Source: an optimization exercise on an open RTL-to-GDS flow (aim: small area). Production flows keep margins and buffers that such runs may drop.
Where RTL was checked, it was by simulation tests only, not by an equivalence proof against the original.
Only the layout flow was run in run 1; the RTL was not checked for function there.
Power is estimated from default activity; no workload was simulated.

## flow/run.sh

```bash
#!/bin/bash
# synth_recipe.tcl (not shown) runs the flow's synth.tcl, then flattens the netlist and writes it again
# the make line also repeats each setting of config.mk as NAME=value (left out here)
make -C /OpenROAD-flow-scripts/flow DESIGN_CONFIG=/design/flow/config.mk WORK_HOME=/design/flow/orfs CLKGATE_MAP_FILE= SYNTH_SCRIPT=/design/flow/synth_recipe.tcl finish
```

## flow/config.mk

```make
export PLATFORM = sky130hd
export DESIGN_NAME = fg_multi_waveform_gen
export DESIGN_NICKNAME = fg_multi_waveform_gen
export VERILOG_FILES = /design/flow/design.v
export SDC_FILE = /design/flow/constraint.sdc
export NUM_CORES = 4
export LEC_CHECK = 0
export CAP_MARGIN = 20
export CORE_MARGIN = 2
export CORE_UTILIZATION = 70
export CTS_BUF_LIST = sky130_fd_sc_hd__clkbuf_4
export SLEW_MARGIN = 20
```

## flow/constraint.sdc

```tcl
create_clock -name core_clock -period 6.0 [get_ports {clk_i}]
set_input_delay 1.2000 -clock core_clock [delete_from_list [all_inputs] [get_ports {clk_i}]]
set_output_delay 1.2000 -clock core_clock [all_outputs]
set_load 0.01 [all_outputs]
```

## flow/design.v

```verilog
package fg_pkg;
  typedef enum logic [1:0] {
    ST_IDLE = 2'd0,
    ST_RISE = 2'd1,
    ST_ON   = 2'd2,
    ST_FALL = 2'd3
  } fg_state_e;
  function automatic integer ch_idx_w(input integer n);
    ch_idx_w = (n > 1) ? $clog2(n) : 1;
  endfunction
  function automatic integer cfg_w(input integer cb, input integer w);
    cfg_w = 2 * cb + 3 * w + 2;
  endfunction
endpackage
module fg_slope_channel #(
  parameter int CB = 32,
  parameter int W  = 16
) (
  input  logic                  clk_i,
  input  logic                  rst_i,
  input  logic                  clk_en_i,
  input  logic                  sync_i,
  input  logic                  pending_i,
  input  logic [2*CB+3*W+1:0]   shadow_i,
  output logic                  commit_o,
  output logic [W:0]            out_o,
  output logic                  period_start_o
);
  localparam logic [1:0] ST_IDLE = 2'd0, ST_RISE = 2'd1, ST_ON = 2'd2, ST_FALL = 2'd3;
  logic [1:0]    state_q, state_d;
  logic [CB-1:0] cnt_q, cnt_d, period_q, on_q;
  logic [W-1:0]  val_q, val_d, kr_q, nkf_q, namp_q, out_q;
  logic          en_q, inv_q, ps_q;
  logic          clr, tick, wrap, cnt_zero, cnt_on, cnt_per, kill;
  logic [W:0]    sum_rise;
  logic          val_is_amp, val_is_zero, clamp;
  function automatic logic [W:0] radd(input logic [W-1:0] a, input logic [W-1:0] b,
                                      input logic cin);
    logic c;
    c = cin;
    for (int i = 0; i < W; i++) begin
      radd[i] = a[i] ^ b[i] ^ c;
      c       = (a[i] & b[i]) | (c & (a[i] ^ b[i]));
    end
    radd[W] = c;
  endfunction
  function automatic logic [CB-1:0] rinc(input logic [CB-1:0] a, input logic inc);
    logic c;
    c = inc;
    for (int i = 0; i < CB; i++) begin
      rinc[i] = a[i] ^ c;
      c       = a[i] & c;
    end
  endfunction
  logic [W:0] t_amp, t_fall, t_clamp;
  always_comb begin
    clr      = rst_i | !en_q;
    tick     = clk_en_i;
    cnt_per  = (cnt_q == period_q);
    cnt_on   = (cnt_q == on_q);
    cnt_zero = (cnt_q == '0);
    wrap     = sync_i | cnt_per;
    commit_o = pending_i & (!en_q | (clk_en_i & wrap));
    kill     = clr | (tick & wrap);
    cnt_d    = rinc(cnt_q, tick) & {CB{!kill}};
    t_amp       = radd(val_q, namp_q, 1'b0);
    t_fall      = radd(val_q, nkf_q, 1'b1);
    sum_rise    = radd(val_q, kr_q, 1'b0);
    t_clamp     = radd(sum_rise[W-1:0], namp_q, 1'b0);
    clamp       = sum_rise[W] | t_clamp[W];
    val_is_amp  = &t_amp[W-1:0];
    val_is_zero = (val_q == '0);
    state_d = state_q;
    case (state_q)
      ST_IDLE: if (cnt_zero) state_d = ST_RISE;
      ST_RISE: begin
        if (cnt_on)          state_d = ST_FALL;
        else if (val_is_amp) state_d = ST_ON;
        else if (cnt_per)    state_d = ST_IDLE;
      end
      ST_ON: begin
        if (cnt_zero)    state_d = ST_RISE;
        else if (cnt_on) state_d = ST_FALL;
      end
      default: begin
        if (cnt_zero)         state_d = ST_RISE;
        else if (val_is_zero) state_d = ST_IDLE;
      end
    endcase
    case (state_d)
      ST_IDLE: val_d = '0;
      ST_RISE: val_d = clamp ? ~namp_q : sum_rise[W-1:0];
      ST_ON:   val_d = ~namp_q;
      default: val_d = t_fall[W] ? t_fall[W-1:0] : '0;
    endcase
    if (clr) begin
      state_d = ST_IDLE;
      val_d   = '0;
    end else if (!tick) begin
      state_d = state_q;
      val_d   = val_q;
    end
  end
  always_ff @(posedge clk_i) begin
    if (commit_o)
      {period_q, on_q, kr_q, nkf_q, namp_q} <= shadow_i[2*CB+3*W+1:2];
    if (rst_i) begin
      en_q  <= 1'b0;
      inv_q <= 1'b0;
    end else if (commit_o) begin
      {en_q, inv_q} <= shadow_i[1:0];
    end
    cnt_q   <= cnt_d;
    state_q <= state_d;
    val_q   <= val_d;
    ps_q    <= !clr & tick & wrap;
    out_q   <= rst_i ? '0 : (inv_q ? ~t_amp[W-1:0] : val_q);
  end
  assign out_o          = {1'b0, out_q};
  assign period_start_o = ps_q;
endmodule
module fg_multi_waveform_gen #(
  parameter int CHANNELS          = 4,
  parameter int COUNTER_BITWIDTH  = 32,
  parameter int WAVEFORM_BITWIDTH = 16
) (
  input  logic                                         clk_i,
  input  logic                                         rst_i,
  input  logic                                         clk_en_i,
  input  logic                                         sync_i,
  input  logic                                         cfg_valid_i,
  output logic                                         cfg_ready_o,
  input  logic [fg_pkg::ch_idx_w(CHANNELS)-1:0]        cfg_ch_i,
  input  logic [COUNTER_BITWIDTH-1:0]                  cfg_period_i,
  input  logic [COUNTER_BITWIDTH-1:0]                  cfg_on_i,
  input  logic [WAVEFORM_BITWIDTH-1:0]                 cfg_k_rise_i,
  input  logic [WAVEFORM_BITWIDTH-1:0]                 cfg_k_fall_i,
  input  logic [WAVEFORM_BITWIDTH-1:0]                 cfg_amp_i,
  input  logic                                         cfg_en_i,
  input  logic                                         cfg_invert_i,
  output logic [CHANNELS*(WAVEFORM_BITWIDTH+1)-1:0]    out_o,
  output logic [CHANNELS-1:0]                          period_start_o
);
  localparam int CB   = COUNTER_BITWIDTH;
  localparam int W    = WAVEFORM_BITWIDTH;
  localparam int CFGW = fg_pkg::cfg_w(CB, W);
  logic [CHANNELS-1:0][CFGW-1:0] shadow_q;
  logic [CHANNELS-1:0]           pending_q, commit, accept;
  logic [CFGW-1:0]               cfg_word;
  assign cfg_word    = {cfg_period_i, cfg_on_i, cfg_k_rise_i, ~cfg_k_fall_i,
                        ~cfg_amp_i, cfg_en_i, cfg_invert_i};
  assign cfg_ready_o = !pending_q[cfg_ch_i];
  for (genvar n = 0; n < CHANNELS; n++) begin : g_ch
    assign accept[n] = cfg_valid_i && !pending_q[n] && (cfg_ch_i == n);
    always_ff @(posedge clk_i) begin
      if (accept[n]) shadow_q[n] <= cfg_word;
      if (rst_i) pending_q[n] <= 1'b0;
      else       pending_q[n] <= (pending_q[n] & !commit[n]) | accept[n];
    end
    fg_slope_channel #(.CB(CB), .W(W)) u_ch (
      .clk_i          (clk_i),
      .rst_i          (rst_i),
      .clk_en_i       (clk_en_i),
      .sync_i         (sync_i),
      .pending_i      (pending_q[n]),
      .shadow_i       (shadow_q[n]),
      .commit_o       (commit[n]),
      .out_o          (out_o[n*(W+1) +: W+1]),
      .period_start_o (period_start_o[n])
    );
  end
endmodule
```

==> results of run 1 <==
## through the flow
stage | setup WS [ns] | hold slack (ns) | setup TNS, ns
after global routing | -2.14 | 0.393 | -132.12
final | -1.94 | 0.374 | -122.37
after CTS | -1.94 | 0.372 | -115.37
after global placement | -1.84 | 0.400 | -121.00
after detailed placement | -2.07 | 0.405 | -135.91
after floorplan | -1.63 | 0.400 | -87.55
## flip-flops by register name (all words and copies together), names as in the netlist
register	flops
g_ch.u_ch.out_q	64
g_ch.u_ch.on_q	128
shadow_q	456
g_ch.u_ch.state_q	8
g_ch.u_ch.kr_q	64
g_ch.u_ch.cnt_q	128
g_ch.u_ch.nkf_q	64
g_ch.u_ch.inv_q	4
g_ch.u_ch.val_q	64
g_ch.u_ch.namp_q	64
g_ch.u_ch.ps_q	4
pending_q	4
g_ch.u_ch.period_q	128
g_ch.u_ch.en_q	4
## worst reg2reg max path, cell delays in order, from the launching register on
cell	delay, ns
edfxtp_1	0.43
inv_1	0.13
fa_2	0.42
fa_2	0.36
fa_2	0.35
fa_2	0.35
fa_2	0.35
fa_2	0.36
fa_2	0.35
fa_2	0.34
fa_2	0.35
fa_2	0.35
fa_2	0.35
fa_2	0.35
fa_2	0.35
fa_2	0.44
nor3b_2	0.21
nand4_1	0.22
nor2_1	0.19
nor2_1	0.08
a221o_1	0.35
or3b_4	0.48
buf_12	0.17
o221a_1	0.22
a221oi_2	0.23
## power groups by stage
stage,registers [mW],logic [mW],clock network (mW)
2_1_floorplan,9.20,0.273,0
3_3_place_gp,9.20,0.615,0
3_5_place_dp,9.21,0.636,0
4_1_cts,9.04,0.691,7.14
5_1_grt,9.05,0.756,7.53
6_report,9.04,0.744,7.17
## cells by family after synthesis
logic type | after synthesis | synth area share [%]
AO/OA/AOI/OAI | 306 | 4.77
XOR/XNOR | 272 | 4.91
adder cells (fa/ha/maj) | 372 | 12.3
buffers and inverters | 446 | 3.54
flip-flops | 1184 | 67.5
multiplexers | 61 | 1.28
other | 1 | 0.00772
AND/OR/NAND/NOR | 505 | 5.72
## final cells by class
class | count | area, µm²
tap | 931 | 1160
sequential | 1184 | 32800
multi-input combinational | 1520 | 17400
antenna | 11 | 27.5
clock buffer | 464 | 3480
fill | 2531 | 8030
clock inverter | 70 | 384
timing repair buffer | 400 | 3960
inverter | 363 | 1360
## timing repair
item,4_1_cts,5_1_grt
resized for setup,190,94
pin swaps,96,88
endpoints found under the setup margin,80,83
buffers inserted,36,22
cloned,5,1
## how the worst min path moves through the flow
stage	endpoint	slack [ns]	start	cells after the start
floorplan	g_ch[0].u_ch.kr_q[0]	0.40	shadow_q[34]	0
finish	g_ch[3].u_ch.on_q[13]	0.37	shadow_q[405]	0
global placement	g_ch[2].u_ch.kr_q[5]	0.40	shadow_q[267]	0
CTS	g_ch[3].u_ch.kr_q[6]	0.37	shadow_q[382]	0
detailed placement	g_ch[0].u_ch.nkf_q[13]	0.40	shadow_q[31]	0
global route	g_ch[3].u_ch.kr_q[6]	0.39	shadow_q[382]	0
## cells in the mapped netlist (63+ instances only)
cell type / instances / area, µm²
a21oi_1: 63 / 315
and2_1: 124 / 776
clkbuf_1: 67 / 251
dfxtp_1: 280 / 5610
edfxtp_1: 904 / 27100
fa_1: 176 / 3520
ha_1: 196 / 2450
inv_1: 363 / 1360
nor2_1: 111 / 417
nor4_1: 91 / 569
xnor2_1: 140 / 1230
xor2_1: 132 / 1160
## per-layer routing
metal | vias up | wire (µm) | track usage [%]
met1 | 15500 | 49700 | 49.9
li1 | 12800 | - | -
met3 | 832 | 15900 | 10.2
met4 | 10 | 16700 | 40.4
met2 | 2712 | 73600 | 69.8
met5 | - | 78 | 0
==> results.yml, run 1 <==
worst_hold_path:
  hold_class: "flip-flop to flip-flop"
worst_setup_path:
  end_kind: "flip-flop"
  cp.depth: 24
  path_common_cell: "fa_2"
  crit_slowest_cell: "or3b_4"
  startpoint: "g_ch[0].u_ch.namp_q[1]"
  crit_type: "flip-flop to flip-flop"
  cpPeakStageDelay_ns: 0.48
  r2r-start: "g_ch[0].u_ch.namp_q[1]"
  crit_buf_inv: 2
  cp_max_fo: 8
  endpoint: "g_ch[0].u_ch.val_q[7]"
  cp.required_ns: 6.97
  start_kind: "flip-flop"
  crit_family: "adder cells"
  ff2ff_setup_slack_ns: -1.94
  worstPathCellList: "inv_1, fa_2, fa_2, fa_2, fa_2, fa_2, fa_2, fa_2, fa_2, fa_2, fa_2, fa_2, fa_2, fa_2, fa_2, nor3b_2, nand4_1, nor2_1, nor2_1, a221o_1, or3b_4, buf_12, o221a_1, a221oi_2"
  worstPathArrival_ns: 8.91
  r2r-end: "g_ch[0].u_ch.val_q[7]"
  r2r_cells: 24
sta:
  clock.fmax_mhz: 126
  setup_viol: 80
  max-slew-margin-rel_pct: 23.6
  slew_violations: 0
  layout_setup_ws_ns: -1.94
  layout_min_cycle_time_ns: 7.94
  tightest_slew_ns: 1.14
  rsz0062_at_grt: "yes"
  post-route-period-util_pct: 132
  hold_viol_final: 0
  clock_skew_ns: 0.140
detailed_routing:
  drc: 0
  viasPerCell: 6.44
  routed_wl_mm: 156
  vias: 31800
  first_pass_iters: 6
  drtIter0Drc: 4248
  routedWlPerCell_um: 31.6
  ant_nets: 0
layout:
  fin_cells: 4943
  nNetsFinal: 4267
  final_core_util_pct: 88.3
  final_cell_area_um2: 60600
  synthToLayoutAreaGrowth_pct: 24.7
  final_common_cell: "edfxtp_1"
  final_cell_mix: "edfxtp_1 (904), clkbuf_4 (464), inv_1 (347), dfxtp_1 (275), clkdlybuf4s50_1 (187)"
  final_layout_size_suffix_gt1_share_pct: 29.2
synthesis:
  syn_inst: 3147
  synth_seq_area_share_pct: 67.5
  synthArstFlopShare_pct: 0
  netlist_area_um2: 48500
  synth_edf_count: 904
  synth-main-ff-cell: "edfxtp_1"
  synth_cell_types: 60
  ys.warnings.count: 2
  synth.ff_latch_count: 1184
  postSynthAreaPerCell_um2: 15.4
placed_design:
  dp_hpwl_mm: 97.1
  post-place-cells: 4344
  portBuffers: 189
  post_dp_cell_area_um2: 54900
  place_congestion: 0.976
power:
  p_sw_share_pct: 23.8
  peakVddDrop_v: 0.000385
  comb_power_share_pct: 4.4
  power_mw: 17.0
  p_leak_nw: 21.9
  power_density_nw_per_um2: 280
  p_seq_share_pct: 53.3
  p_int_mw: 12.9
  clkPwrFrac_pct: 42.3
  p_sw_mw: 4.04
clock_network:
  numCtsBuffers: 305
  clock_sink_count: 1184
  clk_pin_slew_ns: 0.07
  cts_tree: "yes"
  cts_root_buf: "clkbuf_4"
  cts.path.max_buffers: 4
  hold_buffers: 0
  cts.htree.levels: 5
  clk_latency_ns: 1.20
die:
  io_pins: 194
  die_w_um: 267
  rows: 96
  start_util_pct: 70.8
  core_area_um2: 68600
  fp.dieH_um: 267
  dieArea_um2: 71500
grt:
  first_global_vias: 33700
  grt_antenna_before_repair: 17
  grt_pass1_wl_mm: 220
  grt.overflow.total: 0
  grt_start_max_net_pins: 116
  grt_usage_pct: 44.1
status:
  status: "complete, but fails checks"
  check.faults: "setup timing"
job:
  maxCapViolCount: 0
==> run 2: changes to the inputs <==
--- a/flow/design.v
+++ b/flow/design.v
@@ -27,47 +27,64 @@
   output logic                  period_start_o
 );
   localparam logic [1:0] ST_IDLE = 2'd0, ST_RISE = 2'd1, ST_ON = 2'd2, ST_FALL = 2'd3;
+  localparam int N = W + 1;
+  function automatic logic [W:0] bkadd(input logic [W-1:0] a, input logic [W-1:0] b,
+                                       input logic cin);
+    logic [N-1:0] g, p, pp;
+    g[0]  = cin;
+    p[0]  = 1'b0;
+    pp[0] = 1'b0;
+    for (int i = 0; i < W; i++) begin
+      g[i+1]  = a[i] & b[i];
+      p[i+1]  = a[i] ^ b[i];
+      pp[i+1] = a[i] ^ b[i];
+    end
+    for (int d = 1; d < N; d = d * 2)
+      for (int i = 2 * d - 1; i < N; i = i + 2 * d) begin
+        g[i] = g[i] | (p[i] & g[i-d]);
+        p[i] = p[i] & p[i-d];
+      end
+    for (int d = N / 2; d >= 1; d = d / 2)
+      for (int i = 3 * d - 1; i < N; i = i + 2 * d) begin
+        g[i] = g[i] | (p[i] & g[i-d]);
+        p[i] = p[i] & p[i-d];
+      end
+    for (int i = 0; i < W; i++) bkadd[i] = pp[i+1] ^ g[i];
+    bkadd[W] = g[W];
+  endfunction
+  function automatic logic [CB-1:0] cinc(input logic [CB-1:0] a, input logic inc);
+    logic c, cg;
+    cg = inc;
+    for (int k = 0; k < CB / 4; k++) begin
+      c = cg;
+      for (int i = 4 * k; i < 4 * k + 4; i++) begin
+        cinc[i] = a[i] ^ c;
+        c       = a[i] & c;
+      end
+      cg = cg & (&a[4*k +: 4]);
+    end
+  endfunction
   logic [1:0]    state_q, state_d;
   logic [CB-1:0] cnt_q, cnt_d, period_q, on_q;
-  logic [W-1:0]  val_q, val_d, kr_q, nkf_q, namp_q, out_q;
+  logic [W-1:0]  val_q, val_d, kr_q, nkf_q, namp_q, out_q, amp;
   logic          en_q, inv_q, ps_q;
-  logic          clr, tick, wrap, cnt_zero, cnt_on, cnt_per, kill;
-  logic [W:0]    sum_rise;
+  logic          clr, tick, wrap, cnt_zero, cnt_on, cnt_per, kill, upd;
   logic          val_is_amp, val_is_zero, clamp;
-  function automatic logic [W:0] radd(input logic [W-1:0] a, input logic [W-1:0] b,
-                                      input logic cin);
-    logic c;
-    c = cin;
-    for (int i = 0; i < W; i++) begin
-      radd[i] = a[i] ^ b[i] ^ c;
-      c       = (a[i] & b[i]) | (c & (a[i] ^ b[i]));
-    end
-    radd[W] = c;
-  endfunction
-  function automatic logic [CB-1:0] rinc(input logic [CB-1:0] a, input logic inc);
-    logic c;
-    c = inc;
-    for (int i = 0; i < CB; i++) begin
-      rinc[i] = a[i] ^ c;
-      c       = a[i] & c;
-    end
-  endfunction
-  logic [W:0] t_amp, t_fall, t_clamp;
+  logic [W:0]    t_amp, t_sum, t_cmp;
+  logic          to_fall;
   always_comb begin
     clr      = rst_i | !en_q;
     tick     = clk_en_i;
+    upd      = !clr & tick;
     cnt_per  = (cnt_q == period_q);
     cnt_on   = (cnt_q == on_q);
     cnt_zero = (cnt_q == '0);
     wrap     = sync_i | cnt_per;
     commit_o = pending_i & (!en_q | (clk_en_i & wrap));
     kill     = clr | (tick & wrap);
-    cnt_d    = rinc(cnt_q, tick) & {CB{!kill}};
-    t_amp       = radd(val_q, namp_q, 1'b0);
-    t_fall      = radd(val_q, nkf_q, 1'b1);
-    sum_rise    = radd(val_q, kr_q, 1'b0);
-    t_clamp     = radd(sum_rise[W-1:0], namp_q, 1'b0);
-    clamp       = sum_rise[W] | t_clamp[W];
+    cnt_d    = cinc(cnt_q, tick) & {CB{!kill}};
+    amp         = ~namp_q;
+    t_amp       = bkadd(val_q, namp_q, 1'b0);   
     val_is_amp  = &t_amp[W-1:0];
     val_is_zero = (val_q == '0);
     state_d = state_q;
@@ -87,11 +104,17 @@
         else if (val_is_zero) state_d = ST_IDLE;
       end
     endcase
+    to_fall = (state_q == ST_RISE & cnt_on) |
+              (state_q == ST_ON & !cnt_zero & cnt_on) |
+              (state_q == ST_FALL & !cnt_zero & !val_is_zero);
+    t_sum   = bkadd(val_q, to_fall ? nkf_q : kr_q, to_fall);
+    t_cmp   = bkadd(kr_q, t_amp[W-1:0], 1'b0);
+    clamp   = t_amp[W] | t_cmp[W];
     case (state_d)
       ST_IDLE: val_d = '0;
-      ST_RISE: val_d = clamp ? ~namp_q : sum_rise[W-1:0];
-      ST_ON:   val_d = ~namp_q;
-      default: val_d = t_fall[W] ? t_fall[W-1:0] : '0;
+      ST_RISE: val_d = clamp ? amp : t_sum[W-1:0];
+      ST_ON:   val_d = amp;
+      default: val_d = t_sum[W] ? t_sum[W-1:0] : '0;
     endcase
     if (clr) begin
       state_d = ST_IDLE;
@@ -113,7 +136,7 @@
     cnt_q   <= cnt_d;
     state_q <= state_d;
     val_q   <= val_d;
-    ps_q    <= !clr & tick & wrap;
+    ps_q    <= upd & wrap;
     out_q   <= rst_i ? '0 : (inv_q ? ~t_amp[W-1:0] : val_q);
   end
   assign out_o          = {1'b0, out_q};
--- a/flow/config.mk
+++ b/flow/config.mk
@@ -8,5 +8,7 @@
 export CAP_MARGIN = 20
 export CORE_MARGIN = 2
 export CORE_UTILIZATION = 70
-export CTS_BUF_LIST = sky130_fd_sc_hd__clkbuf_4
+export CTS_BUF_LIST = sky130_fd_sc_hd__clkbuf_16
+export CTS_CLUSTER_DIAMETER = 100
+export CTS_CLUSTER_SIZE = 30
 export SLEW_MARGIN = 20
==> run 2 against run 1 <==
  * Now clean on timing, DRC and antenna
  * Sequential power about the same
  * Clock skew shrank 0.11 ns
  * Power fell by 21%
  * Cell count fell by 9.8%
  * Critical path type unchanged
  * Largest cell class unchanged
==> results.yml, run 2 <==
grt:
  grt_start_max_net_pins: 116
  grt_pass1_wl_mm: 183
  first_global_vias: 28600
  grt.overflow.total: 0
  grt_usage_pct: 35.7
  grt_antenna_before_repair: 7
sta:
  fin_tns_setup_ns: 0
  hold_viol_final: 0
  tightest_slew_ns: 1.15
  rsz0062_at_grt: "no"
  max-slew-margin-rel_pct: 23.0
  clock_skew_ns: 0.0278
  clock.fmax_mhz: 172
  setup_viol: 0
  slew_violations: 0
  layout_setup_ws_ns: 0.199
  post-route-period-util_pct: 96.7
  layout_min_cycle_time_ns: 5.80
detailed_routing:
  wl_met1_mm: 47.0
  wl_met2_mm: 60.4
  drc: 0
  viasPerCell: 6.42
  route.met3.wl_mm: 9.46
  routed_wl_mm: 127
  topRoutingLayerUsed: "met5"
  drtIter0Drc: 3185
  vias: 28600
  first_pass_iters: 6
  routedWlPerCell_um: 28.4
  ant_nets: 0
worst_setup_path:
  r2r_cells: 20
  end_kind: "flip-flop"
  r2r-end: "g_ch[3].u_ch.val_q[7]"
  start_kind: "flip-flop"
  worstPathArrival_ns: 6.33
  cp_max_fo: 14
  r2r-start: "g_ch[3].u_ch.cnt_q[20]"
  cp.required_ns: 6.53
  ff2ff_setup_slack_ns: 0.20
  crit_type: "flip-flop to flip-flop"
layout:
  final_cell_mix: "edfxtp_1 (904), xor2_1 (286), dfxtp_1 (280), ha_1 (272), clkdlybuf4s50_1 (187)"
  nNetsFinal: 3946
  final_common_cell: "edfxtp_1"
  synthToLayoutAreaGrowth_pct: 9.35
  largest_register_ff_count: 456
  top_register: "shadow_q"
  final_layout_size_suffix_gt1_share_pct: 6.33
power:
  p_seq_share_pct: 67.6
  p_sw_share_pct: 21.1
  comb_power_share_pct: 4.1
  clkPwrFrac_pct: 28.3
  power_density_nw_per_um2: 250
  p_leak_nw: 20.3
  p_sw_mw: 2.82
  power_mw: 13.4
  p_int_mw: 10.5
  peakVddDrop_v: 0.000342
die:
  fp.dieH_um: 268
  start_util_pct: 71.0
  core_area_um2: 68800
  die_w_um: 268
  dieArea_um2: 71900
  io_pins: 194
  rows: 96
clock_network:
  cts_tree: "yes"
  cts.path.max_buffers: 3
  clk_latency_ns: 0.64
  hold_buffers: 0
  cts.htree.levels: 2
  clock_sink_count: 1184
  cts_root_buf: "clkbuf_16"
  numCtsBuffers: 45
  clk_pin_slew_ns: 0.11
synthesis:
  yosysTopAreaCellShare_pct: 55.6
  ys.warnings.count: 2
  synth.ff_latch_count: 1184
  synth_cell_types: 82
  yosysMostFrequentCell: "edfxtp_1"
  synthArstFlopShare_pct: 0
  synth-main-ff-cell: "edfxtp_1"
  synth_edf_count: 904
  synth_common_cells: "edfxtp_1 (904), xor2_1 (286), dfxtp_1 (280)"
  yosys.area.top_type: "edfxtp_1"
  syn_inst: 3286
  postSynthAreaPerCell_um2: 14.9
  ys_top_cells_by_area: "edfxtp_1 (56%), dfxtp_1 (11%), ha_1 (7.0%)"
  synth_seq_area_share_pct: 67.1
  netlist_area_um2: 48800
placed_design:
  place_ws_ns: -0.00109
  portBuffers: 189
  place_congestion: 0.983
  dp_hpwl_mm: 94.0
worst_hold_path:
  hold-path-cell-count: 0
  worstHoldStart: "shadow_q[455]"
  hold_class: "flip-flop to flip-flop"
  hold-path-endpoint: "g_ch[3].u_ch.period_q[31]"
job:
  maxCapViolCount: 0
status:
  status: "complete, no violations"
## run 2: critical path: stages, from the launching register on
cell and delay [ns]:
dfxtp_1 0.50, xor2_1 0.13, nor4_2 0.43, nand4_1 0.25
buf_4 0.21, a211o_1 0.28, nand2_2 0.20, mux2_2 0.40
ha_1 0.30, a21o_1 0.18, a21o_1 0.20, a21o_1 0.20
a31o_2 0.26, a41oi_1 0.28, a211o_1 0.22, o21a_1 0.18
o21ai_0 0.16, fa_1 0.48, a2bb2oi_4 0.36, o21ai_0 0.18
a32o_1 0.28
## run 2: final cells by class
| type | count | area [µm²] |
|---|---|---|
| Antenna cell | 7 | 17.5 |
| Clock buffer | 45 | 1130 |
| Clock inverter | 38 | 161 |
| Fill cell | 3971 | 15400 |
| Inverter | 127 | 477 |
| Multi-Input combinational cell | 1890 | 15400 |
| Sequential cell | 1184 | 32800 |
| Tap cell | 931 | 1160 |
| Timing Repair Buffer | 237 | 2340 |
## run 2: cells by family after synthesis
group,Yosys count,share of synthesized area (%)
flip-flops,1184,67.1
AND/OR/NAND/NOR,749,7.77
AO/OA/AOI/OAI,387,5.89
XOR/XNOR,344,6.17
adder cells (fa/ha/maj),340,9.76
buffers and inverters,215,1.84
multiplexers,66,1.50
other,1,0.00768
## run 2: worst max-delay path by stage
stage	endpoint	depth (start not counted)	slack, ns	startpoint
3_3_place_gp	g_ch[3].u_ch.val_q[5]	19	0.14	g_ch[3].u_ch.val_q[1]
2_1_floorplan	shadow_q[342]	2	-0.32	cfg_ch_i[0]
6_report	g_ch[3].u_ch.val_q[7]	20	0.20	g_ch[3].u_ch.cnt_q[20]
5_1_grt	g_ch[2].u_ch.val_q[4]	21	0.001	g_ch[2].u_ch.cnt_q[15]
3_5_place_dp	g_ch[3].u_ch.val_q[3]	19	-0.001	g_ch[3].u_ch.val_q[1]
4_1_cts	g_ch[3].u_ch.val_q[3]	20	0.03	g_ch[3].u_ch.cnt_q[20]
## run 2: layer usage
metal,vias up,track usage (%)
li1,12500,-
met1,14200,45.4
met2,1492,58.3
met3,364,4.92
met4,10,22.8
met5,-,0
## run 2: power groups by stage
stage / Clock (mW) / Combinational (mW) / Sequential, mW
2_1_floorplan: 0 / 0.215 / 9.20
6_report: 3.78 / 0.549 / 9.03
4_1_cts: 3.80 / 0.541 / 9.03
3_3_place_gp: 0 / 0.523 / 9.21
5_1_grt: 4.04 / 0.570 / 9.04
3_5_place_dp: 0 / 0.537 / 9.22
## run 2: through the flow
stage / hold WS (ns) / utilization [%] / instance area (µm²) / cells
after floorplan: 0.400 / - / 48900 / 3289
after global placement: 0.400 / 75.6 / 52000 / 4367
after detailed placement: 0.405 / 75.6 / 52000 / 4367
after CTS: 0.416 / 77.5 / 53300 / 4450
after global routing: 0.422 / 77.6 / 53400 / 4452
final: 0.416 / 77.6 / 53400 / 4459
## run 2: repair_timing
item                       in CTS  in global routing
setup buffers                   0                  2
pin swaps                       0                  2
setup endpoints to repair       2                 32
gates resized for setup         1                 12
==> run 3: changes to the inputs <==
--- a/flow/config.mk
+++ b/flow/config.mk
@@ -7,8 +7,8 @@
 export LEC_CHECK = 0
 export CAP_MARGIN = 20
 export CORE_MARGIN = 2
-export CORE_UTILIZATION = 70
+export CORE_UTILIZATION = 65
 export CTS_BUF_LIST = sky130_fd_sc_hd__clkbuf_16
-export CTS_CLUSTER_DIAMETER = 100
-export CTS_CLUSTER_SIZE = 30
+export CTS_CLUSTER_DIAMETER = 80
+export CTS_CLUSTER_SIZE = 24
 export SLEW_MARGIN = 20
==> run 3 against run 2 <==
  * Wire length is 1.0% higher
  * Synthesized cell count is the same
  * Via count is 1.1% lower
  * Sequential share of layout area decreased by 0.77 points
  * Hold slack worse by 0.0050 ns
  * Clock-buffer cell count rose by 16
  * Combinational power rose by 0.7%
  * Die area is 7.6% higher
  * Power is 5.3% higher
  * Design area up 1.3%
  * Global-route usage fell by 2.6 points
==> results.yml, run 3 <==
power:
  p_sw_mw: 3.04
  p_int_mw: 11.0
  clkPwrFrac_pct: 31.9
  power_mw: 14.1
  comb_power_share_pct: 3.9
  p_leak_nw: 20.6
  peakVddDrop_v: 0.000273
  p_sw_share_pct: 21.6
  p_seq_share_pct: 64.2
  power_density_nw_per_um2: 260
sta:
  clock_skew_ns: 0.0418
  whs_ns: 0.411
  post-route-period-util_pct: 95.1
  hold_viol_final: 0
  slew_violations: 0
  layout_setup_ws_ns: 0.294
  setup_viol: 0
  max-slew-margin-rel_pct: 26.5
  clock.fmax_mhz: 175
  tightest_slew_ns: 1.09
  rsz0062_at_grt: "no"
  layout_min_cycle_time_ns: 5.71
die:
  core_area_um2: 74400
  die_w_um: 278
  io_pins: 194
  rows: 100
  fp.dieH_um: 278
  start_util_pct: 65.6
  dieArea_um2: 77300
grt:
  grt_start_max_net_pins: 116
  grt_pass1_wl_mm: 184
  grt_usage_pct: 33.1
  grt.overflow.total: 0
  grt_antenna_before_repair: 6
  first_global_vias: 28100
layout:
  synthToLayoutAreaGrowth_pct: 10.7
  nNetsFinal: 3969
  final_cell_mix: "edfxtp_1 (904), xor2_1 (286), dfxtp_1 (279), ha_1 (272), clkdlybuf4s50_1 (187)"
  final_common_cell: "edfxtp_1"
  top_register: "shadow_q"
  fillers: 4744
  final_cell_area_um2: 54100
  multi_input_area_um2: 15400
  seqCellArea_um2: 32800
  final_layout_size_suffix_gt1_share_pct: 7.22
  largest_register_ff_count: 456
worst_setup_path:
  ff2ff_setup_slack_ns: 0.29
  r2r-end: "g_ch[3].u_ch.val_q[11]"
  worstPathArrival_ns: 6.26
  cp_max_fo: 7
  end_kind: "flip-flop"
  cp.required_ns: 6.55
  r2r_cells: 21
  crit_type: "flip-flop to flip-flop"
  start_kind: "flip-flop"
  r2r-start: "g_ch[3].u_ch.cnt_q[20]"
  startpoint: "g_ch[3].u_ch.cnt_q[20]"
worst_hold_path:
  worstHoldStart: "shadow_q[418]"
  hold_class: "flip-flop to flip-flop"
  hold-path-endpoint: "g_ch[3].u_ch.on_q[26]"
  hold-path-cell-count: 0
synthesis:
  synth_cell_types: 82
  synth_common_cells: "edfxtp_1 (904), xor2_1 (286), dfxtp_1 (280)"
  ys_top_cells_by_area: "edfxtp_1 (56%), dfxtp_1 (11%), ha_1 (7.0%)"
  synthArstFlopShare_pct: 0
  syn_inst: 3286
  synth-main-ff-cell: "edfxtp_1"
  yosys.area.top_type: "edfxtp_1"
  ys.warnings.count: 2
  yosysTopAreaCellShare_pct: 55.6
  synth_seq_area_share_pct: 67.1
  postSynthAreaPerCell_um2: 14.9
  yosysMostFrequentCell: "edfxtp_1"
  synth_edf_count: 904
  synth.ff_latch_count: 1184
  netlist_area_um2: 48800
clock_network:
  hold_buffers: 0
  clk_pin_slew_ns: 0.10
  clk_latency_ns: 0.69
  clock_sink_count: 1184
  cts.htree.levels: 2
  cts_root_buf: "clkbuf_16"
  cts.path.max_buffers: 3
  cts_tree: "yes"
  numCtsBuffers: 59
placed_design:
  dp_hpwl_mm: 93.8
  place_congestion: 0.965
  portBuffers: 189
  post_dp_cell_area_um2: 52100
  place_ws_ns: 0.114
status:
  status: "complete, no violations"
detailed_routing:
  viasPerCell: 6.25
  routed_wl_mm: 128
  vias: 28300
  drtIter0Drc: 3158
  routedWlPerCell_um: 28.3
  drc: 0
  first_pass_iters: 7
  ant_nets: 0
job:
  maxCapViolCount: 0
==> run 3: changes by cell type in the layout (fill, tap and decap cells not counted), sizes merged <==
cell / change
clkinvlp: +1
inv: +11
clkinv: +1
diode: -3
buf: +9
clkbuf: +16
==> run 3: cell families (layout without fill, tap and decap cells) <==
logic type                 after synthesis  count (layout)  synth area share [%]
and+or+nand+nor                        749             749                  7.77
other                                    1               8               0.00768
buffers and inverters                  215             485                  1.84
AOI/OAI and AO/OA                      387             387                  5.89
adders and majority gates              340             340                  9.76
DFF                                   1184            1184                  67.1
muxes                                   66              66                  1.50
xor gates and xnor gates               344             344                  6.17
==> run 3: layout make-up <==
cell class,count,share of cell area (%)
diodes,4,0.0185
clock buffers,61,2.82
clock inverters,51,0.548
inverters,127,0.881
multi-input cells,1890,28.4
flip-flops and latches,1184,60.6
well taps,969,2.24
repair buffers,246,4.49
==> run 3: repair_timing <==
| item | CTS | global route |
|---|---|---|
| setup buffers | 0 | 1 |
| gates resized for setup | 0 | 16 |
| endpoints found under the setup margin | 0 | 46 |
==> run 3: power by group through the flow <==
stage	registers [mW]	logic, mW	clock network, mW
after floorplan	9.20	0.215	0
after global placement	9.21	0.533	0
after detailed placement	9.21	0.544	0
after CTS	9.03	0.547	4.53
after global routing	9.04	0.576	4.78
final	9.03	0.553	4.48
==> run 3: how the worst max path moves through the flow <==
stage                        endpoint  slack, ns
2_1_floorplan           shadow_q[342]      -0.32
4_1_cts        g_ch[2].u_ch.val_q[10]       0.08
5_1_grt        g_ch[2].u_ch.val_q[10]     0.0006
3_3_place_gp    g_ch[3].u_ch.val_q[0]       0.13
6_report       g_ch[3].u_ch.val_q[11]       0.29
3_5_place_dp   g_ch[0].u_ch.val_q[10]       0.11
==> run 3: layer usage <==
metal	vias up	GRT usage, %	share of wire [%]
li1	12600	-	-
met1	14000	42.8	37
met2	1392	55.3	49
met3	301	4.39	7.6
met4	2	17.3	6.2
met5	-	0	0.0094
==> run 3: critical path: stages, from the launching register on <==
cell,delay (ns)
dfxtp_1,0.51
xor2_1,0.12
nor4_2,0.42
nand4_1,0.16
buf_4,0.20
a211o_1,0.26
nand2_1,0.20
mux2_2,0.40
ha_1,0.29
a21o_1,0.18
a21o_1,0.20
a21o_1,0.21
a31o_2,0.26
a41oi_1,0.30
a211o_1,0.24
o21a_1,0.19
o21ai_0,0.14
fa_1,0.48
nand2b_1,0.19
nand2_1,0.23
o21ai_0,0.12
a32o_1,0.25
==> run 3: per-stage QoR <==
step,util (%),cells,setup TNS (ns)
CTS,72.5,4527,0
detailed placement,70.0,4415,0
finish,72.6,4532,0
floorplan,-,3289,-36.50
global route,72.6,4528,0
global placement,70.0,4415,0
==> run 4: changes to the inputs <==
==> flow/flow/run.sh (new file) <==
#!/bin/bash
# Layout flow: the standard ORFS flow (standard.sh, unchanged synthesis)
# with two layout settings that ORFS reads from the environment:
#  - ports are buffered with the smallest buffer (buf_1) instead of the
#    default clkdlybuf4s50_1; every input and output still gets a buffer;
#  - clock tree: clkbuf_16 leaf clusters of up to 24 sinks within 80 um,
#    without the dummy loads CTS adds for balancing.
# The make output goes to flow_make.log here; ORFS's per-step logs stay in
# orfs/logs/.
set -euo pipefail
export BUFFER_PORTS_ARGS="-buffer_cell sky130_fd_sc_hd__buf_1"
export CTS_ARGS="-sink_clustering_enable -repair_clock_nets -sink_clustering_size 24 -sink_clustering_max_diameter 80 -buf_list sky130_fd_sc_hd__clkbuf_16 -dont_use_dummy_load"
bash standard.sh > flow_make.log 2>&1
==> flow/standard.sh (new file) <==
#!/bin/bash
# synth_recipe.tcl (not shown) runs the flow's synth.tcl, then flattens the netlist and writes it again
# the make line also repeats each setting of config.mk as NAME=value (left out here)
make -C /OpenROAD-flow-scripts/flow DESIGN_CONFIG=/design/flow/config.mk WORK_HOME=/design/flow/orfs CLKGATE_MAP_FILE= SYNTH_SCRIPT=/design/flow/synth_recipe.tcl "${@:-finish}"
--- a/flow/config.mk
+++ b/flow/config.mk
@@ -8,7 +8,4 @@
 export CAP_MARGIN = 20
 export CORE_MARGIN = 2
 export CORE_UTILIZATION = 65
-export CTS_BUF_LIST = sky130_fd_sc_hd__clkbuf_16
-export CTS_CLUSTER_DIAMETER = 80
-export CTS_CLUSTER_SIZE = 24
 export SLEW_MARGIN = 20
removed: flow/run.sh
==> run 4 against run 3 <==
  * Power decreased by 2.8%
  * Design area decreased by 2.8%
  * Combinational power decreased by about 10%
  * Still clean on timing, DRC and antenna
  * Largest cell class unchanged
  * Sequential power about the same
  * Core utilization decreased by 2.0 points
  * Wire length decreased by 0.86%
  * Global-route usage decreased by 0.19 points
  * Sequential share of layout area increased by 1.7 points
  * First-iteration DRC count decreased by 9.3%
  * Clock power decreased by 7.4%
  * Clock-buffer cell count decreased by 2
==> results.yml, run 4 <==
die:
  fp.dieH_um: 278
  rows: 100
  core_area_um2: 74400
  io_pins: 194
  dieArea_um2: 77300
  start_util_pct: 65.6
  die_w_um: 278
worst_setup_path:
  end_kind: "flip-flop"
  crit_family: "compound AO/OA/AOI/OAI gates"
  cpPeakStageDelay_ns: 0.47
  crit_type: "flip-flop to flip-flop"
  path_common_cell: "a21o_1"
  cp_max_fo: 5
  ff2ff_setup_slack_ns: 0.28
  worstPathArrival_ns: 6.24
  worstPathCellList: "xor2_1, nor4_2, nand4_1, buf_4, a211o_1, nand2_1, mux2_2, ha_1, a21o_1, a21o_1, a21o_1, a31o_2, a41oi_2, a211o_1, o21a_1, o21ai_0, fa_1, nand2b_1, nand2_1, nor2_1, a221o_1"
  crit_buf_inv: 1
  start_kind: "flip-flop"
  crit_slowest_cell: "fa_1"
  cp.required_ns: 6.52
layout:
  final_cell_area_um2: 52600
  top_register: "shadow_q"
  synthToLayoutAreaGrowth_pct: 7.68
  final_cell_mix: "edfxtp_1 (904), xor2_1 (286), dfxtp_1 (276), ha_1 (272), buf_1 (187)"
  final_layout_size_suffix_gt1_share_pct: 7.23
  fin_cells: 4485
  final_common_cell: "edfxtp_1"
  largest_register_ff_count: 456
  final_core_util_pct: 70.6
  nNetsFinal: 3975
placed_design:
  portBuffers: 189
  dp_hpwl_mm: 94.1
  place_ws_ns: -0.128
  post-place-cells: 4420
  place_congestion: 0.946
  post_dp_cell_area_um2: 51000
synthesis:
  synth_seq_area_share_pct: 67.1
  ys.warnings.count: 2
  yosys.area.top_type: "edfxtp_1"
  ys_top_cells_by_area: "edfxtp_1 (56%), dfxtp_1 (11%), ha_1 (7.0%)"
  synth_cell_types: 82
  netlist_area_um2: 48800
  synth.ff_latch_count: 1184
  syn_inst: 3286
  synth_common_cells: "edfxtp_1 (904), xor2_1 (286), dfxtp_1 (280)"
  synth-main-ff-cell: "edfxtp_1"
  synth_edf_count: 904
  yosysTopAreaCellShare_pct: 55.6
  yosysMostFrequentCell: "edfxtp_1"
  synthArstFlopShare_pct: 0
  postSynthAreaPerCell_um2: 14.9
clock_network:
  clock_sink_count: 1184
  hold_buffers: 0
  numCtsBuffers: 59
  cts.path.max_buffers: 3
  cts_root_buf: "clkbuf_16"
  clk_latency_ns: 0.68
  cts.htree.levels: 2
  clk_pin_slew_ns: 0.10
  cts_tree: "yes"
grt:
  grt_start_max_net_pins: 116
  first_global_vias: 27900
  grt_pass1_wl_mm: 184
  grt_antenna_before_repair: 9
  grt.overflow.total: 0
  grt_usage_pct: 32.9
detailed_routing:
  first_pass_iters: 6
  routedWlPerCell_um: 28.3
  vias: 28100
  drtIter0Drc: 2863
  routed_wl_mm: 127
  ant_nets: 0
  viasPerCell: 6.26
  drc: 0
sta:
  hold_viol_final: 0
  whs_ns: 0.384
  fin_tns_setup_ns: 0
  post-route-period-util_pct: 95.4
  layout_min_cycle_time_ns: 5.72
  setup_viol: 0
  rsz0062_at_grt: "no"
  clock.fmax_mhz: 175
  tightest_slew_ns: 0.968
  layout_setup_ws_ns: 0.278
  max-slew-margin-rel_pct: 35.3
  clock_skew_ns: 0.0667
  slew_violations: 0
power:
  power_mw: 13.7
  p_int_mw: 10.8
  p_seq_share_pct: 66.0
  p_sw_share_pct: 20.9
  clkPwrFrac_pct: 30.3
  p_sw_mw: 2.85
  power_density_nw_per_um2: 260
  peakVddDrop_v: 0.000307
  p_leak_nw: 19.9
  comb_power_share_pct: 3.6
status:
  status: "complete, no violations"
job:
  maxCapViolCount: 0
worst_hold_path:
  hold_class: "flip-flop to flip-flop"
[run 4: cell counts after synthesis]
No cell type changed its count.
[run 4: final timing paths]
kind                                             from                endpoint  cells past startpoint
worst min register to register          shadow_q[230]  g_ch[2].u_ch.namp_q[0]                      0
worst min-delay path                    shadow_q[230]  g_ch[2].u_ch.namp_q[0]                      0
worst max register to register  g_ch[3].u_ch.on_q[25]   g_ch[3].u_ch.val_q[9]                     21
worst max-delay path            g_ch[3].u_ch.on_q[25]   g_ch[3].u_ch.val_q[9]                     21
[run 4: power groups by stage]
stage	clock, mW	combinational [mW]	sequential, mW
finish	4.15	0.496	9.02
global route	4.45	0.518	9.04
CTS	4.20	0.492	9.02
detailed placement	0	0.488	9.21
global placement	0	0.477	9.20
floorplan	0	0.215	9.20
[run 4: cells by family (layout without fill, tap and decap cells)]
logic type | Yosys count | after routing | share of synthesized area, %
mux | 66 | 66 | 1.50
flops | 1184 | 1184 | 67.1
simple gates | 749 | 749 | 7.77
fa+ha+maj | 340 | 340 | 9.76
compound gates | 387 | 387 | 5.89
buf+inv | 215 | 438 | 1.84
other cells | 1 | 8 | 0.00768
xor+xnor | 344 | 344 | 6.17
[run 4: area by class of cell]
class                      count  area [µm²]
sequential                  1184       32800
fill                        4901       21900
multi-input combinational   1890       15400
clock buffer                  59        1480
timing repair buffer         252        1270
tap                          969        1210
inverter                     127         477
antenna                        4        10.0
[run 4: what timing repair did]
item | in CTS | in global routing
setup buffers | 1 | 0
setup endpoints to repair | 16 | 44
pin swaps | 1 | 3
resized for setup | 2 | 16
[run 4: worst reg2reg max path, stage by stage, from the launching register on]
cell,delay [ns]
edfxtp_1,0.40
xor2_1,0.19
nor4_2,0.40
nand4_1,0.30
buf_4,0.24
a211o_1,0.26
nand2_1,0.19
mux2_2,0.42
ha_1,0.31
a21o_1,0.18
a21o_1,0.21
a21o_1,0.20
a31o_2,0.27
a41oi_2,0.28
a211o_1,0.23
o21a_1,0.18
o21ai_0,0.14
fa_1,0.47
nand2b_1,0.20
nand2_1,0.15
nor2_1,0.09
a221o_1,0.30
[run 4: metal layers]
metal  part of all wire, %  vias to the layer above  GRT usage [%]
met5                 0.018                        -              0
met2                    49                     1209           55.8
met3                   6.9                      283           4.30
met4                   6.0                        4           17.0
li1                      -                    12600              -
met1                    38                    14000           41.9
==> run 5: changes to the inputs <==
==> flow/flow/run.sh (replaced) <==
#!/bin/bash
# Layout flow: the standard ORFS flow (standard.sh, unchanged synthesis)
# with two layout settings that ORFS reads from the environment:
#  - ports are buffered with the smallest buffer (buf_1) instead of the
#    default clkdlybuf4s50_1; every input and output still gets a buffer;
#  - clock tree: clkbuf_16 leaf clusters of up to 28 sinks within 90 um,
#    without the dummy loads CTS adds for balancing.
# The make output goes to flow_make.log here; ORFS's per-step logs stay in
# orfs/logs/.
set -euo pipefail
export BUFFER_PORTS_ARGS="-buffer_cell sky130_fd_sc_hd__buf_1"
export CTS_ARGS="-sink_clustering_enable -repair_clock_nets -sink_clustering_size 28 -sink_clustering_max_diameter 90 -buf_list sky130_fd_sc_hd__clkbuf_16 -dont_use_dummy_load"
bash standard.sh > flow_make.log 2>&1
--- a/flow/config.mk
+++ b/flow/config.mk
@@ -7,5 +7,5 @@
 export LEC_CHECK = 0
 export CAP_MARGIN = 20
 export CORE_MARGIN = 2
-export CORE_UTILIZATION = 65
+export CORE_UTILIZATION = 70
 export SLEW_MARGIN = 20
==> run 5 against run 4 <==
  * Register-to-register slack got worse by 0.04 ns
  * Cell count fell by 1.3%
  * Maximum frequency fell by 0.68%
  * Via count rose by 1.2%
  * Sequential share of layout area rose by 0.46 points
  * Critical path depth did not move
  * Core utilization rose by 5.2 points
  * Synthesized cell count did not move
  * Clock power fell by 8.2%
  * Flip-flop and latch count did not move
  * Critical path type unchanged
  * First-iteration DRC count rose by 10%
  * Still clean on timing, DRC and antenna
==> results.yml, run 5 <==
layout:
  final_common_cell: "edfxtp_1"
  synthToLayoutAreaGrowth_pct: 6.88
  largest_register_ff_count: 456
  top_register: "shadow_q"
  fillers: 4152
  final_core_util_pct: 75.8
  final_cell_mix: "edfxtp_1 (904), xor2_1 (286), dfxtp_1 (279), ha_1 (272), buf_1 (187)"
  fin_cells: 4427
  nNetsFinal: 3950
  final_layout_size_suffix_gt1_share_pct: 6.45
die:
  core_area_um2: 68800
  start_util_pct: 71.0
  die_w_um: 268
  dieArea_um2: 71900
  fp.dieH_um: 268
  rows: 96
  io_pins: 194
synthesis:
  synth.ff_latch_count: 1184
  netlist_area_um2: 48800
  yosysTopAreaCellShare_pct: 55.6
  yosysMostFrequentCell: "edfxtp_1"
  ys_top_cells_by_area: "edfxtp_1 (56%), dfxtp_1 (11%), ha_1 (7.0%)"
  synth_seq_area_share_pct: 67.1
  yosys.area.top_type: "edfxtp_1"
  syn_inst: 3286
  synth-main-ff-cell: "edfxtp_1"
  ys.warnings.count: 2
  postSynthAreaPerCell_um2: 14.9
  synth_common_cells: "edfxtp_1 (904), xor2_1 (286), dfxtp_1 (280)"
  synth_edf_count: 904
  synthArstFlopShare_pct: 0
  synth_cell_types: 82
sta:
  clock_skew_ns: 0.0668
  whs_ns: 0.347
  post-route-period-util_pct: 96.0
  layout_min_cycle_time_ns: 5.76
  max-slew-margin-rel_pct: 26.4
  slew_violations: 0
  clock.fmax_mhz: 174
  tightest_slew_ns: 1.10
  fin_tns_setup_ns: 0
  hold_viol_final: 0
  setup_viol: 0
  rsz0062_at_grt: "no"
placed_design:
  dp_hpwl_mm: 92.4
  portBuffers: 189
  post-place-cells: 4366
  place_congestion: 0.965
worst_setup_path:
  crit_type: "flip-flop to flip-flop"
  worstPathCellList: "xor2_1, nor4_1, nand4_1, buf_4, a211o_1, nand2_2, mux2_2, ha_1, a21o_1, a21o_1, a21o_1, a31o_2, a41oi_1, a211o_1, o21a_1, o21ai_0, fa_1, nand2b_1, nand2_1, o21ai_0, a32o_1"
  path_common_cell: "a21o_1"
  cp_max_fo: 7
  crit_slowest_cell: "nor4_1"
  worstPathArrival_ns: 6.25
  end_kind: "flip-flop"
  cpPeakStageDelay_ns: 0.48
  start_kind: "flip-flop"
  cp.required_ns: 6.49
detailed_routing:
  wl_met2_mm: 60.2
  topRoutingLayerUsed: "met5"
  drtIter0Drc: 3157
  first_pass_iters: 7
  viasPerCell: 6.41
  routed_wl_mm: 125
  ant_nets: 0
  vias: 28400
  drc: 0
  wl_met1_mm: 46.5
  route.met3.wl_mm: 9.37
  routedWlPerCell_um: 28.2
clock_network:
  clk_pin_slew_ns: 0.11
  cts_root_buf: "clkbuf_16"
  clock_sink_count: 1184
  clk_latency_ns: 0.66
  cts_tree: "yes"
  cts.htree.levels: 2
  numCtsBuffers: 50
  cts.path.max_buffers: 3
  hold_buffers: 0
status:
  status: "complete, no violations"
grt:
  grt_antenna_before_repair: 5
  grt_usage_pct: 35.1
  grt_start_max_net_pins: 116
  grt.overflow.total: 0
  grt_pass1_wl_mm: 180
  first_global_vias: 27800
power:
  peakVddDrop_v: 0.000328
  power_mw: 13.3
  p_leak_nw: 19.7
  power_density_nw_per_um2: 255
job:
  maxCapViolCount: 0
worst_hold_path:
  hold_class: "flip-flop to flip-flop"
-- run 5: logic make-up after synthesis --
logic type,share of synthesized area [%]
and+or+nand+nor,7.77
xor gates and xnor gates,6.17
AOI/OAI and AO/OA,5.89
muxes,1.50
adders and majority gates,9.76
other,0.00768
buffers and inverters,1.84
DFF,67.1
-- run 5: repair_timing --
item                                    in CTS  in global routing
setup buffers                                0                  2
gates resized for setup                      1                 16
gates cloned                                 0                  0
pin swaps                                    0                  2
endpoints found under the setup margin       9                 46
-- run 5: worst paths after layout --
path                                from               endpoint  slack [ns]  cells after the start
setup / recovery  g_ch[3].u_ch.cnt_q[18]  g_ch[3].u_ch.val_q[3]        0.24                     21
setup reg to reg  g_ch[3].u_ch.cnt_q[18]  g_ch[3].u_ch.val_q[3]        0.24                     21
hold / removal             shadow_q[296]  g_ch[2].u_ch.on_q[18]        0.35                      0
hold reg to reg            shadow_q[296]  g_ch[2].u_ch.on_q[18]        0.35                      0
-- run 5: through the flow --
stage          instance area, µm²  setup WS, ns
2_1_floorplan               48900        -0.320
3_3_place_gp                50800         0.128
3_5_place_dp                50800       -0.0281
4_1_cts                     52100       0.00317
5_1_grt                     52200       0.00223
6_report                    52200         0.238
-- run 5: metal layers --
layer | track usage (%) | vias up
met1 | 45.1 | 14100
li1 | - | 12500
met3 | 4.77 | 356
met5 | 0 | -
met4 | 22.0 | 6
met2 | 57.1 | 1414
-- run 5: where the power goes --
| part | switching [mW] | internal, mW |
|---|---|---|
| sequential | 0.0675 | 8.96 |
| combinational | 0.375 | 0.111 |
| clock | 2.31 | 1.50 |
-- run 5: critical path, delay by kind of cell, from the launching register on --
kind / cells / cell delay (ns)
AND/OR/NAND/NOR: 5 / 1.32
XOR/XNOR: 1 / 0.10
flip-flops: 1 / 0.47
AO/OA/AOI/OAI: 11 / 2.31
adder cells (fa/ha/maj): 2 / 0.77
buffers and inverters: 1 / 0.20
multiplexers: 1 / 0.40
-- run 5: layout make-up --
class                           count  area, µm²  area share [%]
Multi-Input combinational cell   1890      15400            29.5
Timing Repair Buffer              236       1160            2.22
Sequential cell                  1184      32800            62.7
Antenna cell                        9       22.5          0.0431
Clock buffer                       50       1250            2.40
Inverter                          127        477           0.913
Tap cell                          931       1160            2.23
==> run 6: changes to the inputs <==
==> flow/flow/run.sh (replaced) <==
#!/bin/bash
# Layout flow: the standard ORFS flow (standard.sh, unchanged synthesis)
# with two layout settings that ORFS reads from the environment:
#  - ports are buffered with the smallest buffer (buf_1) instead of the
#    default clkdlybuf4s50_1; every input and output still gets a buffer;
#  - clock tree: clkbuf_16 leaf clusters of up to 28 sinks within 90 um,
#    a clkbuf_8 root, without the dummy loads CTS adds for balancing.
# The make output goes to flow_make.log here; ORFS's per-step logs stay in
# orfs/logs/.
set -euo pipefail
export BUFFER_PORTS_ARGS="-buffer_cell sky130_fd_sc_hd__buf_1"
export CTS_ARGS="-sink_clustering_enable -repair_clock_nets -sink_clustering_size 28 -sink_clustering_max_diameter 90 -buf_list sky130_fd_sc_hd__clkbuf_16 -root_buf sky130_fd_sc_hd__clkbuf_8 -dont_use_dummy_load"
bash standard.sh > flow_make.log 2>&1
==> run 6 against run 5 <==
  * Still clean on timing, DRC and antenna
  * Die area did not move
  * Critical path depth did not move
  * Wire length fell by 0.20%
  * Cell count barely moved
  * Critical path type unchanged
==> results.yml, run 6 <==
layout:
  synthToLayoutAreaGrowth_pct: 6.80
  fin_cells: 4425
  final_common_cell: "edfxtp_1"
  nNetsFinal: 3951
  largest_register_ff_count: 456
  final_cell_mix: "edfxtp_1 (904), xor2_1 (286), dfxtp_1 (277), ha_1 (272), buf_1 (187)"
  top_register: "shadow_q"
  final_layout_size_suffix_gt1_share_pct: 6.54
  final_core_util_pct: 75.8
  final_cell_area_um2: 52200
  fillers: 4152
synthesis:
  synth_edf_count: 904
  synthArstFlopShare_pct: 0
  postSynthAreaPerCell_um2: 14.9
  ys.warnings.count: 2
  synth_cell_types: 82
  synth-main-ff-cell: "edfxtp_1"
  synth_seq_area_share_pct: 67.1
  ys_top_cells_by_area: "edfxtp_1 (56%), dfxtp_1 (11%), ha_1 (7.0%)"
  yosysMostFrequentCell: "edfxtp_1"
  yosys.area.top_type: "edfxtp_1"
  synth.ff_latch_count: 1184
  syn_inst: 3286
  yosysTopAreaCellShare_pct: 55.6
  synth_common_cells: "edfxtp_1 (904), xor2_1 (286), dfxtp_1 (280)"
  netlist_area_um2: 48800
clock_network:
  hold_buffers: 0
  clk_pin_slew_ns: 0.11
  cts.path.max_buffers: 3
  cts.htree.levels: 2
  cts_root_buf: "clkbuf_8"
  cts_tree: "yes"
  clock_sink_count: 1184
  clk_latency_ns: 0.79
  numCtsBuffers: 50
placed_design:
  portBuffers: 189
  post-place-cells: 4366
  dp_hpwl_mm: 92.4
  post_dp_cell_area_um2: 50800
  place_congestion: 0.965
worst_setup_path:
  cp.required_ns: 6.60
  r2r_cells: 21
  start_kind: "flip-flop"
  worstPathArrival_ns: 6.34
  end_kind: "flip-flop"
  cp_max_fo: 7
  crit_type: "flip-flop to flip-flop"
detailed_routing:
  routedWlPerCell_um: 28.2
  vias: 28300
  ant_nets: 0
  routed_wl_mm: 125
  drc: 0
  drtIter0Drc: 3221
  first_pass_iters: 6
  viasPerCell: 6.39
sta:
  setup_viol: 0
  max-slew-margin-rel_pct: 28.0
  tightest_slew_ns: 1.08
  slew_violations: 0
  clock_skew_ns: 0.0967
  post-route-period-util_pct: 95.7
  hold_viol_final: 0
  layout_min_cycle_time_ns: 5.74
  rsz0062_at_grt: "no"
  fin_tns_setup_ns: 0
  clock.fmax_mhz: 174
power:
  clkPwrFrac_pct: 28.1
  power_mw: 13.2
  power_density_nw_per_um2: 254
  p_seq_share_pct: 68.2
  peakVddDrop_v: 0.000326
  p_sw_share_pct: 20.8
  p_int_mw: 10.5
  p_leak_nw: 19.7
  p_sw_mw: 2.75
  comb_power_share_pct: 3.7
grt:
  first_global_vias: 27700
  grt_pass1_wl_mm: 179
  grt_antenna_before_repair: 6
  grt_usage_pct: 35.0
  grt.overflow.total: 0
  grt_start_max_net_pins: 116
die:
  dieArea_um2: 71900
  rows: 96
  io_pins: 194
  fp.dieH_um: 268
  start_util_pct: 71.0
  core_area_um2: 68800
  die_w_um: 268
worst_hold_path:
  hold-path-cell-count: 0
  hold_class: "flip-flop to flip-flop"
status:
  status: "complete, no violations"
job:
  maxCapViolCount: 0
## run 6: changes by cell type in the layout (fill, tap and decap cells not counted), sizes merged
cell   delta
buf       +1
diode     -3
## run 6: layout make-up
cell class / count / area [µm²] / share of cell area (%)
Multi-Input combinational cell: 1890 / 15400 / 29.5
Timing Repair Buffer: 237 / 1180 / 2.26
Inverter: 127 / 477 / 0.914
Tap cell: 931 / 1160 / 2.23
Antenna cell: 6 / 15.0 / 0.0288
Sequential cell: 1184 / 32800 / 62.8
Clock buffer: 50 / 1190 / 2.29
## run 6: power groups by stage
| stage | clock network, mW | registers (mW) | logic [mW] |
|---|---|---|---|
| 2_1_floorplan | 0 | 9.20 | 0.215 |
| 3_3_place_gp | 0 | 9.21 | 0.463 |
| 3_5_place_dp | 0 | 9.21 | 0.476 |
| 4_1_cts | 3.75 | 9.03 | 0.479 |
| 5_1_grt | 3.99 | 9.04 | 0.509 |
| 6_report | 3.71 | 9.03 | 0.487 |
## run 6: worst max-delay path, cell delays in order (launching register included)
cell and delay, ns:
edfxtp_1 0.39, xor2_1 0.17, nor4_1 0.47, nand4_1 0.21
buf_4 0.19, a211o_1 0.28, nand2_2 0.20, mux2_2 0.40
ha_1 0.30, a21o_1 0.17, a21o_1 0.20, a21o_1 0.19
a31o_2 0.27, a41oi_1 0.27, a211o_1 0.21, o21a_1 0.18
o21ai_0 0.13, fa_1 0.47, nand2b_1 0.20, nand2_1 0.21
o21ai_0 0.13, a32o_1 0.27
## run 6: cells by family after synthesis
kind of cell	Yosys count	synth area share (%)
AO/OA/AOI/OAI	387	5.89
flip-flops	1184	67.1
AND/OR/NAND/NOR	749	7.77
other	1	0.00768
buffers and inverters	215	1.84
XOR/XNOR	344	6.17
multiplexers	66	1.50
adder cells (fa/ha/maj)	340	9.76
## run 6: layer usage
metal	part of all wire (%)	GRT usage, %
met4	7.3	21.8
met2	48	57.0
met5	0.033	0
met3	7.4	4.67
met1	37	45.2
## run 6: stage by stage
step	hold WS, ns	worst slack (ns)
CTS	0.344	0.0428
finish	0.347	0.258
detailed placement	0.405	-0.0281
global placement	0.401	0.128
floorplan	0.400	-0.320
global route	0.357	0.00360
## run 6: final timing paths
kind,from,endpoint,slack (ns)
hold / removal,shadow_q[296],g_ch[2].u_ch.on_q[18],0.35
hold reg to reg,shadow_q[296],g_ch[2].u_ch.on_q[18],0.35
setup reg to reg,g_ch[3].u_ch.on_q[25],g_ch[3].u_ch.val_q[3],0.26
setup / recovery,g_ch[3].u_ch.on_q[25],g_ch[3].u_ch.val_q[3],0.26
## run 6: repair_timing
item                                    4_1_cts  5_1_grt
endpoints found under the setup margin        9       46
resized for setup                             2       17
setup buffers                                 0        3
pin swaps                                     0        3

[re-timing with driven ports]
Ports are ideal in the flow. The routed layouts listed here were re-timed in OpenROAD. Step 1 sets driving cells, clkbuf_16 on the clock port and buf_2 on the other inputs (assumed; they add their load-dependent delay and slew). Step 2 times the ports against the registers' clock, not the clock port: input delays grow and output delays shrink by t, the midpoint of the rising clock arrivals with the driver on. a / b / c = no drivers / after step 1 / after step 2; a / b = the first two.
| run | t (ns) | setup slack, ns | worst hold slack (ns) | worst slew at a driven data input, ns | pins driven straight from the clock port |
|---|---|---|---|---|---|
| run 1 | 1.191 | -1.942 / -1.942 / -1.942 | 0.374 / 0.374 / 0.374 | 0.13 | 1 |
| run 2 | 0.705 | 0.199 / 0.199 / 0.199 | 0.416 / 0.416 / 0.416 | 0.14 | 1 |
| run 3 | 0.744 | 0.294 / 0.294 / 0.294 | 0.411 / 0.411 / 0.411 | 0.12 | 1 |
| run 4 | 0.712 | 0.278 / 0.278 / 0.278 | 0.384 / 0.384 / 0.384 | 0.11 | 1 |
| run 5 | 0.696 | 0.238 / 0.238 / 0.238 | 0.347 / 0.347 / 0.347 | 0.12 | 1 |
| run 6 | 0.819 | 0.258 / 0.258 / 0.258 | 0.347 / 0.347 / 0.347 | 0.12 | 1 |
